Background: an optimization exercise with open tools, aiming at small area and a short achievable clock period. Do not read the settings as production practice. No run shown here included a check of the RTL's function; only the layout flow was run. Power is estimated from default activity; no workload was simulated.

==> flow/design.v (outline; a module is shown in full before it is edited, if it fits) <==
// module fir_fa: 10 lines
// module fir_ha: 9 lines
// module fir_tpose_param: 6257 lines
module fir_tpose_param
#(
  parameter int NTAPS     = 12,
  parameter int DW        = 12,
  parameter int CW        = 12,
  parameter int OW        = 16,
  parameter int OUT_SHIFT = 9
) (
  input  logic                  i_clk,
  input  logic                  i_rst,
  input  logic                  i_clear,
  input  logic                  i_in_valid,
  input  logic signed [DW-1:0]  i_xin,
  input  logic                  i_coef_we,
  input  logic [fir_pkg::FIR_ADDR_W-1:0] i_coef_addr,
  input  logic signed [CW-1:0]  i_coef_data,
  output logic                  o_out_valid,
  output logic signed [OW-1:0]  o_yout,
  output logic                  o_sat
);
  // ...
==> flow/flow/run.sh <==
#!/bin/bash
set -euo pipefail
MARGIN=6.65
bash standard.sh SETUP_SLACK_MARGIN=$MARGIN MATCH_CELL_FOOTPRINT=0 finish > flow_standard.log 2>&1
==> flow/standard.sh <==
#!/bin/bash
# synth_recipe.tcl (not shown) runs the flow's synth.tcl, then flattens the netlist and writes it again
# the make line also repeats each setting of config.mk as NAME=value (left out here)
make -C /OpenROAD-flow-scripts/flow DESIGN_CONFIG=/design/flow/config.mk WORK_HOME=/design/flow/orfs CLKGATE_MAP_FILE= SYNTH_SCRIPT=/design/flow/synth_recipe.tcl "${@:-finish}"
==> flow/config.mk <==
export PLATFORM = sky130hd
export DESIGN_NAME = fir_tpose_param
export DESIGN_NICKNAME = fir_tpose_param
export VERILOG_FILES = /design/flow/design.v
export SDC_FILE = /design/flow/constraint.sdc
export NUM_CORES = 4
export LEC_CHECK = 0
export CAP_MARGIN = 20
export CORE_MARGIN = 2
export CORE_UTILIZATION = 40
export CTS_CLUSTER_DIAMETER = 120
export CTS_CLUSTER_SIZE = 20
export SLEW_MARGIN = 20
export SYNTH_HIERARCHICAL = 1
==> flow/constraint.sdc <==
create_clock -name core_clock -period 10.0 [get_ports {i_clk}]
set_input_delay 2.0000 -clock core_clock [delete_from_list [all_inputs] [get_ports {i_clk}]]
set_output_delay 2.0000 -clock core_clock [all_outputs]
set_load 0.01 [all_outputs]
==> flow_metrics.env, run 1 <==
export IMPL_outcome="finished clean"
export IMPL_rr_worst_depth=6
export IMPL_pwr_share_comb_pct=58.5
export IMPL_p_per_area_nw_per_um2=333
export IMPL_swShare_pct=39.8
export IMPL_clk_pin_slew_ps=90
export IMPL_inv_count=112
export IMPL_buffers=188
export IMPL_buf_share_pct=2.95
export IMPL_ir_drop_uv=155
export IMPL_multiInputGateArea_um2=38400
export IMPL_dp_worst_setup_slack_ps=5710
export IMPL_rsz0062_at_grt="true"
export IMPL_finalClockSkew_ps=31.4
export IMPL_fin_crit_ps=3340
export IMPL_viasPerCell=5.80
export IMPL_largestClassByArea="multi-input gates"
export IMPL_finalNonFillerCells=6729
export IMPL_hold_path_end="r_vld1$_DFF_PP0_"
export IMPL_synth_edff_count=690
export IMPL_syn_area_um2=64600
export IMPL_ant_nets=0
export IMPL_m1WireLength_mm=71.2
export IMPL_ys_ff_latch=841
export IMPL_tns_ps=0
export IMPL_highest_layer="met5"
export IMPL_p_leak_uw=0.0244
export IMPL_cts_htree_levels=2
export IMPL_drv_slew=0
export IMPL_arrival_ps=3850
export IMPL_drt_iter0_markers=3795
export IMPL_crit_chain="clkdlybuf4s50_1 -> or3_1 -> o21a_1 -> inv_1"
export IMPL_max_slew_margin_pct=25.8
export IMPL_met2_usage_pct=35.1
export IMPL_fp_dieW_um=406
export IMPL_clk_path_buf_depth=3
export IMPL_grt_busiest_layer="met2"
export IMPL_cp_slowest_cell="clkdlybuf4s50_1"
export IMPL_total_power_uw=23200
==> inputs of run 2 (changes only) <==
==> flow/flow/run.sh (replaced) <==
#!/bin/bash
# Own layout flow: the standard layout (standard.sh: the standard
# synthesis and the standard ORFS steps), except that
#  - every port still gets its own buffer, but a plain buffer cell (PORT_BUF)
#    rather than the delay cell the port buffering picks by default.
set -euo pipefail
MARGIN=6.65
PORT_BUF=sky130_fd_sc_hd__buf_4
bash standard.sh SETUP_SLACK_MARGIN=$MARGIN MATCH_CELL_FOOTPRINT=0 \
  "BUFFER_PORTS_ARGS=-buffer_cell $PORT_BUF" finish > flow_standard.log 2>&1
==> run 2 against run 1 <==
  * Sequential power increased by 0.8%
  * Clock skew increased by 12 ps
  * Via count increased by 1.9%
  * Clock-buffer cell count increased by 2
  * Die area unchanged
  * Worst hold slack about the same
  * Clock power increased by 3%
  * Flip-flop and latch count unchanged
  * Combinational power about the same
  * Wire length increased by 3.1%
  * Largest cell class unchanged
  * Highest routed layer unchanged
==> flow_metrics.env, run 2 <==
export IMPL_grt_use_total_pct=21.8
export IMPL_fin_crit_ps=3310
export IMPL_yosys_top_cells_area="edfxtp_1, fa_1, xnor2_1"
export IMPL_coreArea_um2=160000
export IMPL_fp_dieArea_um2=165000
export IMPL_grt_max_degree=169
export IMPL_finalClockSkew_ps=43.8
export IMPL_grt_pass1_vias=42623
export IMPL_finalHoldViolCount=0
export IMPL_pin_count=53
export IMPL_outcome="finished clean"
export IMPL_cts_sinks=841
export IMPL_synthDistinctLibCells=54
export IMPL_clk_pin_slew_ps=90
export IMPL_endpoint_kind="flip-flop"
export IMPL_seq_area_frac_synth_pct=37.5
export IMPL_drt_pre_antenna_iters=6
export IMPL_routabilityCongestion=0.827
export IMPL_drc=0
export IMPL_path_max_fanout=11
export IMPL_largest_reg_flops=144
export IMPL_syn_area_um2=64600
export IMPL_regMostFlops="r_coef"
export IMPL_cts_tree="built"
export IMPL_dpl_instance_area_um2=66600
export IMPL_synth_top_area_share_pct=32.1
export IMPL_synth_ff_type="edfxtp_1"
export IMPL_dp_hpwl_mm=116
export IMPL_cp_start_kind="flip-flop"
export IMPL_fp_dieW_um=406
export IMPL_synth_async_reset_ratio_pct=9.75
export IMPL_yosys_area_top_type="edfxtp_1"
export IMPL_grt_ovfl_total=0
export IMPL_wl_per_cell_um=26.8
export IMPL_setup_viol=0
export IMPL_arrival_ps=3770
export IMPL_drt_iter0_markers=4269
export IMPL_multiInputGateArea_um2=38400
export IMPL_ant_nets=0
export IMPL_ir_drop_uv=168
export IMPL_max_slew_margin_pct=25.3
export IMPL_p_per_area_nw_per_um2=334
export IMPL_nets=5825
export IMPL_cts_htree_levels=2
export IMPL_grt_pass1_wl_mm=271
export IMPL_insertion_delay_ps=720
export IMPL_hold_buffers=0
export IMPL_final_period_utilization_pct=33.1
export IMPL_portBuffers=52
export IMPL_p_leak_uw=0.0244
export IMPL_drv_slew=0
export IMPL_crit_required_ps=10450
export IMPL_worst_pin_slew_ps=1120
export IMPL_clk_path_buf_depth=3
export IMPL_ys_ff_latch=841
export IMPL_rsz0062_at_grt="true"
export IMPL_netlist_instances=4717
export IMPL_tns_ps=0
export IMPL_hp_class="reg2reg"
export IMPL_final_cell_mix="fa_1, xnor2_1, edfxtp_1"
export IMPL_die_h_um=406
export IMPL_viasPerCell=5.88
export IMPL_area_delta_synth_final_pct=8.09
export IMPL_synth_edff_count=690
export IMPL_cts_buffers=50
export IMPL_fmax_mhz=302
export IMPL_rows=147
export IMPL_crit_type="reg2reg"
export IMPL_synth_most_common_cell="fa_1"
export IMPL_wl_mm=181
export IMPL_cts_root_buf="clkbuf_16"
export IMPL_dr_total_vias=39753
export IMPL_synth_area_per_cell_um2=13.7
export IMPL_grt_antenna_before_repair=6
export IMPL_fillCellCount=14609
export IMPL_drive_gt1_share_pct=8.75
export IMPL_regArea_um2=24400
export IMPL_synth_warnings=23
export IMPL_postLayoutCellArea_um2=69800
export IMPL_cap_viol_max_count=0
export IMPL_ys_top_cells_by_count="fa_1, xnor2_1, edfxtp_1, o22ai_1, a22oi_1"
export IMPL_final_common_cell="fa_1"
export IMPL_initial_utilization_pct=40.3
run 2: cell types whose count changed in the layout (fill, tap and decap cells not counted), moves of 8 or more:
cell	change
dlymetal6s2s_1	-20
clkdlybuf4s50_1	-32
buf_4	+77
inv_1	-13
dfrtp_4	+8
buf_12	+10
clkinvlp_4	+12
dfrtp_1	-9
run 2: final timing paths:
kind,startpoint,end,slack [ps],cells after the start
hold reg to reg,r_vld1$_DFF_PP0_,o_out_valid$_DFF_PP0_,350,0
setup / recovery,r_twon[4][3]$_DFF_PP1_,r_p8[24]$_DFFE_PP_,6690,6
setup reg to reg,r_twon[4][3]$_DFF_PP1_,r_p8[24]$_DFFE_PP_,6690,6
min in group asynchronous,i_rst,o_out_valid$_DFF_PP0_,1430,2
hold / removal,r_vld1$_DFF_PP0_,o_out_valid$_DFF_PP0_,350,0
max in group asynchronous,i_rst,r_onen[3][0]$_DFF_PP0_,7190,3
run 2: Yosys stat by module, one instance, submodules excluded:
module / cells inside / cell area, um^2 / flops+latches / times used
fir_fa: 1 / 20.0 / 0 / 958
fir_ha: 1 / 12.5 / 0 / 241
fir_tpose_param: 3518 / 42400 / 841 / 1
run 2: final cells by class:
cell class | instances | area share (%)
diodes | 2 | 0.00717
clock buffers | 85 | 2.02
clock inverters | 9 | 0.179
inverters | 112 | 0.736
multi-input cells | 3332 | 55.1
flip-flops and latches | 841 | 35.0
well taps | 2160 | 3.87
repair buffers | 216 | 3.14
run 2: metal layers:
layer | track usage, % | vias up | routed length [um]
met5 | 0 | - | 56
met4 | 6.76 | 8 | 5160
met3 | 4.12 | 346 | 15800
met2 | 35.2 | 1991 | 86400
met1 | 29.8 | 21244 | 73900
li1 | - | 16164 | -
run 2: critical path, stage by stage (launching register included):
cell	delay [ps]
dfstp_4	780
a22oi_1	150
xnor2_1	250
fa_1	480
fa_1	410
fa_1	550
fa_1	410
run 2: through the flow:
step / setup WS (ps) / instances / hold WS, ps / util (%) / total power [uW]
floorplan: 3070 / 4719 / 331 / - / 16500
global placement: 6130 / 6559 / 332 / 41.5 / 20700
detailed placement: 6230 / 6559 / 336 / 41.5 / 21000
CTS: 6620 / 6681 / 359 / 42.9 / 23400
global route: 6620 / 6755 / 368 / 43.5 / 25400
finish: 6690 / 6757 / 355 / 43.5 / 23300
run 2: cells by family (layout without fill, tap and decap cells):
group	Yosys count	in the layout	synth area share (%)
flops	841	841	37.5
xor+xnor	958	958	13.0
fa+ha+maj	1237	1237	35.1
simple gates	209	209	1.42
buf+inv	546	422	3.19
other cells	2	6	0.0116
compound gates	924	924	9.83
run 2: timing repair:
item	4_1_cts	5_1_grt
endpoints found under the setup margin	220	114
pin swaps	0	9
resized for setup	54	65
buffers inserted	28	74
run 2: power by group:
group	internal [uW]	switching, uW	leakage [uW]
Combinational	6400	7170	0.0156
Clock	991	1290	0.000739
Sequential	6630	820	0.00805

port drivers added, routing unchanged:
The results above use ideal ports. As a check the final layouts listed here were re-extracted and re-timed, cells and wires unchanged.
Step 1, drivers: a clkbuf_16 drives i_clk and a buf_2 each remaining input, both assumed.
Step 2 adds t to the input delays and takes it off the output delays; t is the mean of the earliest and latest rising clock arrival at the registers after step 1. Input paths then give back, and output paths get back, about the clock's delay inside the block.
Slacks: ideal ports / drivers / drivers and shift; pairs: ideal ports / drivers.
run | t, ns | slack for setup (ns) | worst setup path at the end | worst register clock-pin slew, ns | cell pins on the clock port's net
run 1 | 0.760 | 6.657 / 6.650 / 5.890 | input to register | 0.10 / 0.10 | 1
run 2 | 0.781 | 6.686 / 6.686 / 6.476 | input, reset recovery | 0.10 / 0.10 | 1
After both steps setup and hold are still met in every run listed. For run 1, which loses most, drivers alone change the setup slack by -0.007 ns; drivers and shift together by -0.767 ns. The worst setup slack also covers recovery checks on asynchronous resets.
